Background: an optimization exercise with open tools, aiming at a short achievable clock period and few clock cycles. Do not read the settings as production practice. No activity file was given, so power comes from the tool's default toggle rates.

==> module sha256_msg_padder, before the edit <==
module sha256_msg_padder
#(
   parameter int unsigned DATA_WIDTH = 32
)
(
   input  logic                  clk,
   input  logic                  rst_n,
   input  logic                  i_valid,
   input  logic [DATA_WIDTH-1:0] i_data,
   input  logic                  i_last,
   input  logic [2:0]            i_last_bytes,
   output logic                  o_ready,
   output logic [511:0]          o_block,
   output logic [255:0]          o_hash_in,
   output logic                  o_load,
   input  logic [255:0]          i_digest,
   input  logic                  i_digest_valid,
   output logic [255:0]          o_digest,
   output logic                  o_done
);
   logic [31:0]  bw [16];
   logic [15:0]  wsel;       
   logic [15:0]  above;      
   logic [15:0]  tmask;      
   logic [15:0]  ptail;      
   logic         b_fill;     
   logic         b_fin;      
   logic         b_ovf;      
   logic         b_full;     
   logic         b_first;    
   logic         b_final;    
   logic         mid_msg;    
   logic         f_fits;     
   logic         ovf_pend;   
   logic         ovf_pad;    
   logic [58:0]  wlen;       
   logic [58:0]  wlen_inc;
   logic [1:0]   lb;         
   logic [63:0]  len_bits;
   logic         len_wr;
   logic [255:0] hash_a;
   logic         busy;       
   logic         a_final;
   logic [31:0]  lw_word, in_word;
   logic         lw_pad, accept, nb4, copy, dv, w15;
   sha256_last_word u_last_word (
      .data        (i_data),
      .n           (i_last_bytes),
      .word        (lw_word),
      .pad_pending (lw_pad)
   );
   assign nb4       = lw_pad;
   assign in_word   = i_last ? lw_word : i_data;
   assign accept    = b_fill && i_valid;
   assign dv        = busy && i_digest_valid;
   assign copy      = b_full && (!busy || i_digest_valid);
   assign w15       = wsel[15];
   assign wlen_inc  = wlen + 59'd1;
   assign len_bits  = {wlen, lb, 3'b000};
   assign len_wr    = (b_fin && f_fits) || b_ovf;
   assign o_ready   = b_fill;
   assign o_hash_in = hash_a;
   always_ff @(posedge clk) begin
      for (int unsigned i = 0; i < 16; i++) begin
         if (wsel[i]) begin
            bw[i] <= in_word;
         end else if (tmask[i] || b_ovf) begin
            if (ptail[i] || (i == 0 && b_ovf && ovf_pad)) bw[i] <= {PAD_BYTE, 24'h0};
            else if (i == 14 && len_wr)                   bw[i] <= len_bits[63:32];
            else if (i == 15 && len_wr)                   bw[i] <= len_bits[31:0];
            else                                          bw[i] <= '0;
         end
      end
   end
   always_ff @(posedge clk or negedge rst_n) begin
      if (!rst_n) begin
         wsel     <= 16'd1;
         above    <= 16'hfffe;
         tmask    <= '0;
         ptail    <= '0;
         b_fill   <= 1'b1;
         b_fin    <= 1'b0;
         b_ovf    <= 1'b0;
         b_full   <= 1'b0;
         b_first  <= 1'b0;
         b_final  <= 1'b0;
         mid_msg  <= 1'b0;
         f_fits   <= 1'b0;
         ovf_pend <= 1'b0;
         ovf_pad  <= 1'b0;
         wlen     <= '0;
         lb       <= '0;
      end else begin
         tmask <= '0;
         ptail <= '0;
         b_fin <= 1'b0;
         b_ovf <= 1'b0;
         if (accept) begin
            wsel  <= {wsel[14:0], 1'b0};
            above <= {above[14:0], 1'b0};
            if (!i_last) begin
               wlen <= wlen_inc;
               if (w15) begin
                  b_fill  <= 1'b0;
                  b_full  <= 1'b1;
                  b_first <= !mid_msg;
                  b_final <= 1'b0;
                  mid_msg <= 1'b1;
               end
            end else begin
               if (nb4) wlen <= wlen_inc;
               lb      <= nb4 ? 2'd0 : i_last_bytes[1:0];
               f_fits  <= nb4 ? above[13] : above[14];
               b_first <= !mid_msg;
               b_fill  <= 1'b0;
               wsel    <= '0;
               if (w15) begin
                  b_full   <= 1'b1;
                  b_final  <= 1'b0;
                  mid_msg  <= 1'b1;
                  ovf_pend <= 1'b1;
                  ovf_pad  <= nb4;
               end else begin
                  b_fin <= 1'b1;
                  tmask <= above;
                  if (nb4) ptail <= {wsel[14:0], 1'b0};
               end
            end
         end
         if (b_fin) begin
            b_full  <= 1'b1;
            b_final <= f_fits;
            if (f_fits) begin
               wlen    <= '0;
               mid_msg <= 1'b0;
            end else begin
               mid_msg  <= 1'b1;
               ovf_pend <= 1'b1;
               ovf_pad  <= 1'b0;
            end
         end
         if (b_ovf) begin
            b_full  <= 1'b1;
            b_first <= 1'b0;
            b_final <= 1'b1;
            wlen    <= '0;
            mid_msg <= 1'b0;
         end
         if (copy) begin
            b_full <= 1'b0;
            if (ovf_pend) begin
               ovf_pend <= 1'b0;
               b_ovf    <= 1'b1;
            end else begin
               b_fill <= 1'b1;
               wsel   <= 16'd1;
               above  <= 16'hfffe;
            end
         end
      end
   end
   always_ff @(posedge clk) begin
      if (copy) begin
         for (int unsigned i = 0; i < 16; i++) o_block[511-32*i -: 32] <= bw[i];
      end
      if (copy && b_first)  hash_a <= SHA256_IV;
      else if (dv)          hash_a <= i_digest;
      if (dv && a_final)    o_digest <= i_digest;
   end
   always_ff @(posedge clk or negedge rst_n) begin
      if (!rst_n) begin
         busy    <= 1'b0;
         a_final <= 1'b0;
         o_load  <= 1'b0;
         o_done  <= 1'b0;
      end else begin
         o_load <= copy;
         o_done <= dv && a_final;
         if (copy) begin
            busy    <= 1'b1;
            a_final <= b_final;
         end else if (dv) begin
            busy <= 1'b0;
         end
      end
   end
endmodule
==> flow/config.mk <==
export PLATFORM = sky130hd
export DESIGN_NAME = sha256_msg_padder
export DESIGN_NICKNAME = sha256_msg_padder
export VERILOG_FILES = /design/flow/design.v
export SDC_FILE = /design/flow/constraint.sdc
export NUM_CORES = 4
export LEC_CHECK = 0
export CAP_MARGIN = 20
export CORE_AREA = 5 5 475 475
export DIE_AREA = 0 0 480 480
export SETUP_SLACK_MARGIN = 2.5
export SLEW_MARGIN = 20
==> flow/constraint.sdc <==
create_clock -name core_clock -period 4.0 [get_ports {clk}]
set_input_delay 0.8000 -clock core_clock [delete_from_list [all_inputs] [get_ports {clk}]]
set_output_delay 0.8000 -clock core_clock [all_outputs]
set_load 0.01 [all_outputs]
run.sh (not shown) runs the stock make flow with config.mk's settings and CLKGATE_MAP_FILE= SYNTH_SCRIPT=/design/flow/synth_recipe.tcl, a recipe that flattens the netlist after the stock synthesis.
Edit:
--- a/flow/design.v
+++ b/flow/design.v
@@ -66,11 +66,13 @@
    logic         mid_msg;    
    logic         f_fits;     
    logic         ovf_pend;   
    logic         ovf_pad;    
    logic [58:0]  wlen;       
-   logic [58:0]  wlen_inc;
+   logic         inc_q;      
+   logic [58:0]  wlen_sum;
+   logic         init;       
    logic [1:0]   lb;         
    logic [63:0]  len_bits;
    logic         len_wr;
    logic [255:0] hash_a;
    logic         busy;       
@@ -87,12 +89,12 @@
    assign in_word   = i_last ? lw_word : i_data;
    assign accept    = b_fill && i_valid;
    assign dv        = busy && i_digest_valid;
    assign copy      = b_full && (!busy || i_digest_valid);
    assign w15       = wsel[15];
-   assign wlen_inc  = wlen + 59'd1;
-   assign len_bits  = {wlen, lb, 3'b000};
+   assign wlen_sum  = wlen + {58'd0, inc_q};
+   assign len_bits  = {wlen_sum, lb, 3'b000};
    assign len_wr    = (b_fin && f_fits) || b_ovf;
    assign o_ready   = b_fill;
    assign o_hash_in = hash_a;
    always_ff @(posedge clk) begin
       for (int unsigned i = 0; i < 16; i++) begin
@@ -106,45 +108,53 @@
          end
       end
    end
    always_ff @(posedge clk or negedge rst_n) begin
       if (!rst_n) begin
-         wsel     <= 16'd1;
-         above    <= 16'hfffe;
+         init     <= 1'b1;
+         wsel     <= '0;
+         above    <= '0;
          tmask    <= '0;
          ptail    <= '0;
-         b_fill   <= 1'b1;
+         b_fill   <= 1'b0;
          b_fin    <= 1'b0;
          b_ovf    <= 1'b0;
          b_full   <= 1'b0;
          b_first  <= 1'b0;
          b_final  <= 1'b0;
          mid_msg  <= 1'b0;
          f_fits   <= 1'b0;
          ovf_pend <= 1'b0;
          ovf_pad  <= 1'b0;
          wlen     <= '0;
+         inc_q    <= 1'b0;
          lb       <= '0;
       end else begin
+         init  <= 1'b0;
+         if (init) begin
+            b_fill <= 1'b1;
+            wsel   <= 16'd1;
+            above  <= 16'hfffe;
+         end
+         wlen  <= wlen_sum;
+         inc_q <= accept && (!i_last || nb4);
          tmask <= '0;
          ptail <= '0;
          b_fin <= 1'b0;
          b_ovf <= 1'b0;
          if (accept) begin
             wsel  <= {wsel[14:0], 1'b0};
             above <= {above[14:0], 1'b0};
             if (!i_last) begin
-               wlen <= wlen_inc;
                if (w15) begin
                   b_fill  <= 1'b0;
                   b_full  <= 1'b1;
                   b_first <= !mid_msg;
                   b_final <= 1'b0;
                   mid_msg <= 1'b1;
                end
             end else begin
-               if (nb4) wlen <= wlen_inc;
                lb      <= nb4 ? 2'd0 : i_last_bytes[1:0];
                f_fits  <= nb4 ? above[13] : above[14];
                b_first <= !mid_msg;
                b_fill  <= 1'b0;
                wsel    <= '0;
@@ -191,17 +201,25 @@
                above  <= 16'hfffe;
             end
          end
       end
    end
+   logic [511:0] blk_b;
+   logic [255:0] hash_nxt;
+   logic         hash_iv, hash_dg, dig_ld;
+   always_comb begin
+      for (int unsigned i = 0; i < 16; i++) blk_b[511-32*i -: 32] = bw[i];
+   end
+   assign hash_iv  = copy && b_first;
+   assign hash_dg  = dv && !hash_iv;
+   assign dig_ld   = dv && a_final;
+   assign hash_nxt = ({256{hash_iv}} & SHA256_IV) | ({256{hash_dg}} & i_digest) |
+                     ({256{!hash_iv && !hash_dg}} & hash_a);
    always_ff @(posedge clk) begin
-      if (copy) begin
-         for (int unsigned i = 0; i < 16; i++) o_block[511-32*i -: 32] <= bw[i];
-      end
-      if (copy && b_first)  hash_a <= SHA256_IV;
-      else if (dv)          hash_a <= i_digest;
-      if (dv && a_final)    o_digest <= i_digest;
+      o_block  <= ({512{copy}} & blk_b) | ({512{!copy}} & o_block);
+      hash_a   <= hash_nxt;
+      o_digest <= ({256{dig_ld}} & i_digest) | ({256{!dig_ld}} & o_digest);
    end
    always_ff @(posedge clk or negedge rst_n) begin
       if (!rst_n) begin
          busy    <= 1'b0;
          a_final <= 1'b0;
=> Now the flow completed and failed the layout checks on negative hold slack; utilization went down by 0.68 points; worst setup slack gets worse by 0.24 ns; wire length went up by a few percent; area after synthesis went down slightly; power went up by a few percent; count of clock-buffer cells in the layout went up by 8.
No functional check of the RTL was part of any run of this note.

[separate check: timing with driven ports]
The flow's constraints put no driver on any port. The routed layouts listed below were extracted and timed again, unchanged, in two steps. Step 1: set_driving_cell puts a clkbuf_16 on clk and a buf_2 on each other input, an assumption about the parent block. Step 2 moves the port delays by t, midway between the first and last clock arrival at a register: inputs arrive t later, outputs are due t later. That takes back most of the time a late clock gives input paths. Three values: no drivers, after step 1, after step 2; two values: the first two.
| run | t (ns) | slack for setup (ns) | hold WS [ns] | latest minus earliest clock arrival (ns) |
|---|---|---|---|---|
| the first run | 0.885 | 1.675 / 1.577 / 0.996 | 0.067 / 0.008 / 0.380 | 0.062 / 0.061 |
| the second run | 0.903 | 1.440 / 1.440 / 1.059 | -0.058 / -0.118 / 0.398 | 0.064 / 0.065 |
The setup slack of the first run, which loses most, moves by -0.098 ns with the drivers and by -0.679 ns with both steps.
